This is an optimization exercise on Yosys and OpenROAD, whose aim is small area, not a production implementation. RTL that was checked went through simulation tests only; none was proved equivalent to the original. Power is estimated from default activity; no workload was simulated.

job 3024:
==> module pc_adder, before the edit <==
module pc_adder (
    input  logic [29:0] a,
    input  logic [15:0] w,
    input  logic        is_branch,
    output logic [29:0] sum
);
    logic [15:0] b;   
    logic [16:0] c;   
    logic [15:0] t;   
    logic [16:0] k;   
    logic [16:0] ones;  
    logic [15:0] n;   
    for (genvar i = 0; i < 16; i++) begin : g_gate
        and2 b_i (.a(is_branch), .b(w[i]), .x(b[i]));
    end
    xnor2 s0_i (.a(a[0]), .b(b[0]), .x(sum[0]));
    or2   c1_i (.a(a[0]), .b(b[0]), .x(c[1]));
    for (genvar i = 1; i < 6; i++) begin : g_ripple
        fa fa_i (.a(a[i]), .b(b[i]), .c(c[i]), .s(sum[i]), .co(c[i+1]));
    end
    for (genvar blk = 0; blk < 2; blk++) begin : g_blk
        localparam int S = 6 + 5 * blk;
        ha ha_i (.a(a[S]), .b(b[S]), .s(t[S]), .co(k[S+1]));
        xor2 s_i (.a(t[S]), .b(c[S]), .x(sum[S]));
        assign ones[S+1] = t[S];
        for (genvar i = S + 1; i < S + 5; i++) begin : g_bit
            fa    fa_i   (.a(a[i]), .b(b[i]), .c(k[i]), .s(t[i]), .co(k[i+1]));
            and2  ones_i (.a(ones[i]), .b(t[i]), .x(ones[i+1]));
            nand2 n_i    (.a(c[S]), .b(ones[i]), .y(n[i]));
            xnor2 s_i    (.a(t[i]), .b(n[i]), .x(sum[i]));
        end
        ao21 c_i (.a1(ones[S+5]), .a2(c[S]), .b1(k[S+5]), .x(c[S+5]));
    end
    logic         x16, nx16;
    logic [28:16] e;      
    logic [29:17] run;    
    logic [29:17] fl;     
    xor2  x16_i  (.a(c[16]), .b(b[15]), .x(x16));
    xnor2 nx16_i (.a(c[16]), .b(b[15]), .x(nx16));
    xor2  s16_i  (.a(a[16]), .b(x16), .x(sum[16]));
    for (genvar i = 16; i < 29; i++) begin : g_e
        if (i % 2 == 1 || i == 16) begin : g_true
            xor2  e_i (.a(a[i]), .b(b[15]), .x(e[i]));
        end else begin : g_inv
            xnor2 e_i (.a(a[i]), .b(b[15]), .x(e[i]));
        end
    end
    assign run[17] = e[16];
    for (genvar i = 18; i < 30; i++) begin : g_run
        if (i % 2 == 0) begin : g_nand
            nand2 run_i (.a(run[i-1]), .b(e[i-1]), .y(run[i]));
        end else begin : g_nor
            nor2  run_i (.a(run[i-1]), .b(e[i-1]), .y(run[i]));
        end
    end
    for (genvar i = 17; i < 30; i++) begin : g_high
        if (i % 2 == 1) begin : g_odd
            nand2 fl_i  (.a(x16), .b(run[i]), .y(fl[i]));
            xnor2 sum_i (.a(a[i]), .b(fl[i]), .x(sum[i]));
        end else begin : g_even
            nor2  fl_i  (.a(nx16), .b(run[i]), .y(fl[i]));
            xor2  sum_i (.a(a[i]), .b(fl[i]), .x(sum[i]));
        end
    end
endmodule
export LEC_CHECK = 0
export CAP_MARGIN = 0
export CORE_MARGIN = 2
export CORE_UTILIZATION = 30
export PLACE_DENSITY = 0.5
export SLEW_MARGIN = 0
export SYNTH_HIERARCHICAL = 1
create_clock -name core_clock -period 7.0 [get_ports {clock}]
standard.sh (not shown) runs the stock make flow with config.mk's settings and CLKGATE_MAP_FILE= SYNTH_SCRIPT=/design/flow/synth_recipe.tcl, a recipe that flattens the netlist after the stock synthesis.
==> flow/flow/run.sh <==
#!/bin/bash
# Standard layout, with the smallest buffer on every port and a clock tree of few, large clusters.
set -euo pipefail
bash standard.sh 'BUFFER_PORTS_ARGS=-buffer_cell sky130_fd_sc_hd__buf_1' \
  'CTS_ARGS=-sink_clustering_enable -repair_clock_nets -dont_use_dummy_load -buf_list sky130_fd_sc_hd__clkbuf_8 -sink_clustering_size 16 -sink_clustering_max_diameter 80' \
  finish > make_finish.log 2>&1
#### Input delta (job 2263 over job 3024)
-- flow/design.v --
<<< job 3024, line 445
    end
    xnor2 s0_i (.a(a[0]), .b(b[0]), .x(sum[0]));
    or2   c1_i (.a(a[0]), .b(b[0]), .x(c[1]));
    for (genvar i = 1; i < 6; i++) begin : g_ripple
        fa fa_i (.a(a[i]), .b(b[i]), .c(c[i]), .s(sum[i]), .co(c[i+1]));
    end
    for (genvar blk = 0; blk < 2; blk++) begin : g_blk
        localparam int S = 6 + 5 * blk;
        ha ha_i (.a(a[S]), .b(b[S]), .s(t[S]), .co(k[S+1]));
        xor2 s_i (.a(t[S]), .b(c[S]), .x(sum[S]));
        assign ones[S+1] = t[S];
        for (genvar i = S + 1; i < S + 5; i++) begin : g_bit
            fa    fa_i   (.a(a[i]), .b(b[i]), .c(k[i]), .s(t[i]), .co(k[i+1]));
            and2  ones_i (.a(ones[i]), .b(t[i]), .x(ones[i+1]));
>>> job 2263, line 445
    end
    xnor2 s0_i (.a(a[0]), .b(b[0]), .x(sum[0]));
    ao21  c1_i (.a1(is_branch), .a2(w[0]), .b1(a[0]), .x(c[1]));
    for (genvar i = 1; i < 4; i++) begin : g_ripple
        fa fa_i (.a(a[i]), .b(b[i]), .c(c[i]), .s(sum[i]), .co(c[i+1]));
    end
    for (genvar blk = 0; blk < 3; blk++) begin : g_blk
        localparam int S = 4 + 4 * blk;
        ha ha_i (.a(a[S]), .b(b[S]), .s(t[S]), .co(k[S+1]));
        xor2 s_i (.a(t[S]), .b(c[S]), .x(sum[S]));
        assign ones[S+1] = t[S];
        for (genvar i = S + 1; i < S + 4; i++) begin : g_bit
            fa    fa_i   (.a(a[i]), .b(b[i]), .c(k[i]), .s(t[i]), .co(k[i+1]));
            and2  ones_i (.a(ones[i]), .b(t[i]), .x(ones[i+1]));
<<< job 3024, line 460
            xnor2 s_i    (.a(t[i]), .b(n[i]), .x(sum[i]));
        end
        ao21 c_i (.a1(ones[S+5]), .a2(c[S]), .b1(k[S+5]), .x(c[S+5]));
    end
    logic         x16, nx16;
>>> job 2263, line 460
            xnor2 s_i    (.a(t[i]), .b(n[i]), .x(sum[i]));
        end
        ao21 c_i (.a1(ones[S+4]), .a2(c[S]), .b1(k[S+4]), .x(c[S+4]));
    end
    logic         x16, nx16;
### Flow results
- Length of the first detailed-routing pass in iterations: job 2263 < job 3024
- Compared with job 3024, in job 2263 count of buffers not belonging to the clock network in the layout lower; power share of the clock group now sits higher; leakage power of the design went up about 0.8%; post-layout utilization of the core now smaller; worst setup slack went up by 0.10 ns.
- Re post-route clock period utilization: job 2263 is 1.5 points down on job 3024.
- On clock-cell share of area, the higher figure sits with job 2263, not job 3024.
- Per the comparison of job 2263 with job 3024, setup slack of the most critical reg-to-reg path neither gained nor lost much, data arrival time of the critical path lost 0.10 ns, number of port buffers neither gained nor lost much.
Function was not checked in any run of this note: the RTL went through the layout flow alone.

* * *

v6:
decode_stage, a different RTL version from the one above (not shown whole).
For scale: roughly 260 flip-flops, ~740 I/O pins.
==> module pc_adder, before the edit <==
module pc_adder (
    input  logic [29:0] a,
    input  logic [15:0] w,
    input  logic        is_branch,
    output logic [29:0] sum
);
    logic [15:0] b;   
    logic [16:0] c;   
    logic [15:0] t;   
    logic [16:0] k;   
    logic [16:0] ones;  
    logic [15:0] n;   
    for (genvar i = 0; i < 16; i++) begin : g_gate
        and2 b_i (.a(is_branch), .b(w[i]), .x(b[i]));
    end
    xnor2 s0_i (.a(a[0]), .b(b[0]), .x(sum[0]));
    ao21  c1_i (.a1(is_branch), .a2(w[0]), .b1(a[0]), .x(c[1]));
    for (genvar i = 1; i < 4; i++) begin : g_ripple
        fa fa_i (.a(a[i]), .b(b[i]), .c(c[i]), .s(sum[i]), .co(c[i+1]));
    end
    for (genvar blk = 0; blk < 3; blk++) begin : g_blk
        localparam int S = 4 + 4 * blk;
        ha ha_i (.a(a[S]), .b(b[S]), .s(t[S]), .co(k[S+1]));
        xor2 s_i (.a(t[S]), .b(c[S]), .x(sum[S]));
        assign ones[S+1] = t[S];
        for (genvar i = S + 1; i < S + 4; i++) begin : g_bit
            fa    fa_i   (.a(a[i]), .b(b[i]), .c(k[i]), .s(t[i]), .co(k[i+1]));
            and2  ones_i (.a(ones[i]), .b(t[i]), .x(ones[i+1]));
            nand2 n_i    (.a(c[S]), .b(ones[i]), .y(n[i]));
            xnor2 s_i    (.a(t[i]), .b(n[i]), .x(sum[i]));
        end
        ao21 c_i (.a1(ones[S+4]), .a2(c[S]), .b1(k[S+4]), .x(c[S+4]));
    end
    logic         x16;
    logic [28:16] e;
    logic [29:17] run;   
    logic [29:17] nflip;
    xor2 x16_i (.a(c[16]), .b(b[15]), .x(x16));
    xor2 s16_i (.a(a[16]), .b(x16), .x(sum[16]));
    for (genvar i = 16; i < 29; i++) begin : g_e
        xor2 e_i (.a(a[i]), .b(b[15]), .x(e[i]));
    end
    assign run[17] = e[16];
    for (genvar i = 18; i < 30; i++) begin : g_run
        and2 run_i (.a(run[i-1]), .b(e[i-1]), .x(run[i]));
    end
    for (genvar i = 17; i < 30; i++) begin : g_high
        nand2 nflip_i (.a(x16), .b(run[i]), .y(nflip[i]));
        xnor2 sum_i   (.a(a[i]), .b(nflip[i]), .x(sum[i]));
    end
endmodule
Settings: LEC_CHECK=0, CAP_MARGIN=20, CORE_MARGIN=2, CORE_UTILIZATION=30, PLACE_DENSITY=0.5, SLEW_MARGIN=20, SYNTH_HIERARCHICAL=1; clock period 7.0 ns.
Scripts as last shown in full above: flow/flow/run.sh
v6 completed every stage of the flow, and the final layout passed the timing, DRC and antenna checks.
Inputs modified between v6 and v7:
-- flow/design.v --
<<< v6, line 445
    end
    xnor2 s0_i (.a(a[0]), .b(b[0]), .x(sum[0]));
    ao21  c1_i (.a1(is_branch), .a2(w[0]), .b1(a[0]), .x(c[1]));
    for (genvar i = 1; i < 4; i++) begin : g_ripple
        fa fa_i (.a(a[i]), .b(b[i]), .c(c[i]), .s(sum[i]), .co(c[i+1]));
    end
    for (genvar blk = 0; blk < 3; blk++) begin : g_blk
        localparam int S = 4 + 4 * blk;
        ha ha_i (.a(a[S]), .b(b[S]), .s(t[S]), .co(k[S+1]));
        xor2 s_i (.a(t[S]), .b(c[S]), .x(sum[S]));
        assign ones[S+1] = t[S];
        for (genvar i = S + 1; i < S + 4; i++) begin : g_bit
            fa    fa_i   (.a(a[i]), .b(b[i]), .c(k[i]), .s(t[i]), .co(k[i+1]));
            and2  ones_i (.a(ones[i]), .b(t[i]), .x(ones[i+1]));
>>> v7, line 445
    end
    xnor2 s0_i (.a(a[0]), .b(b[0]), .x(sum[0]));
    or2   c1_i (.a(a[0]), .b(b[0]), .x(c[1]));
    for (genvar i = 1; i < 6; i++) begin : g_ripple
        fa fa_i (.a(a[i]), .b(b[i]), .c(c[i]), .s(sum[i]), .co(c[i+1]));
    end
    for (genvar blk = 0; blk < 2; blk++) begin : g_blk
        localparam int S = 6 + 5 * blk;
        ha ha_i (.a(a[S]), .b(b[S]), .s(t[S]), .co(k[S+1]));
        xor2 s_i (.a(t[S]), .b(c[S]), .x(sum[S]));
        assign ones[S+1] = t[S];
        for (genvar i = S + 1; i < S + 5; i++) begin : g_bit
            fa    fa_i   (.a(a[i]), .b(b[i]), .c(k[i]), .s(t[i]), .co(k[i+1]));
            and2  ones_i (.a(ones[i]), .b(t[i]), .x(ones[i+1]));
<<< v6, line 460
            xnor2 s_i    (.a(t[i]), .b(n[i]), .x(sum[i]));
        end
        ao21 c_i (.a1(ones[S+4]), .a2(c[S]), .b1(k[S+4]), .x(c[S+4]));
    end
    logic         x16;
>>> v7, line 460
            xnor2 s_i    (.a(t[i]), .b(n[i]), .x(sum[i]));
        end
        ao21 c_i (.a1(ones[S+5]), .a2(c[S]), .b1(k[S+5]), .x(c[S+5]));
    end
    logic         x16;
[summary]
v6 → v7: slack of the critical path saw a decrease, number of ordinary and repair buffers in the finished layout now smaller. As far as fraction of area in clock buffers and inverters is concerned, v6 and v7 perform about the same. In v7 relative to v6, final cell count had gone down slightly. Area growth from synthesis to layout was higher in the run labelled v7. The total instance count after detailed placement in v7 sits about 0.8% below the value recorded for v6. On fraction of power consumed by the clock network: v7 sits below v6.
Function not checked in v6: the RTL went through the layout flow alone.

==> what the ideal ports hide <==
The flow's constraints put no driver on any port. The routed layouts listed below were extracted and timed again, unchanged, in two steps.
Step 1 (the two cells are an assumption about what drives the block):
set clk [get_ports {clock}]
set_driving_cell -lib_cell sky130_fd_sc_hd__clkbuf_16 $clk
set_driving_cell -lib_cell sky130_fd_sc_hd__buf_2 [delete_from_list [all_inputs] $clk]
Step 2 adds t to the input delays and takes it off the output delays; t is the mean of the earliest and latest rising clock arrival at the registers after step 1. Input paths then give back, and output paths get back, about the clock's delay inside the block.
Three values: no drivers, after step 1, after step 2; two values: the first two.
| run | t (ns) | setup slack, ns | latest minus earliest clock arrival (ns) | worst slew at a driven data input, ns |
|---|---|---|---|---|
| job 3024 | 0.663 | 0.207 / 0.155 / 0.818 | 0.043 / 0.043 | 0.13 |
| job 2263 | 0.664 | 0.311 / 0.262 / 0.926 | 0.072 / 0.071 | 0.12 |
| v6 | 0.658 | 0.348 / 0.295 / 0.954 | 0.071 / 0.071 | 0.19 |
| v7 | 0.639 | 0.250 / 0.203 / 0.842 | 0.066 / 0.066 | 0.14 |
After both steps every run listed still meets setup and hold.
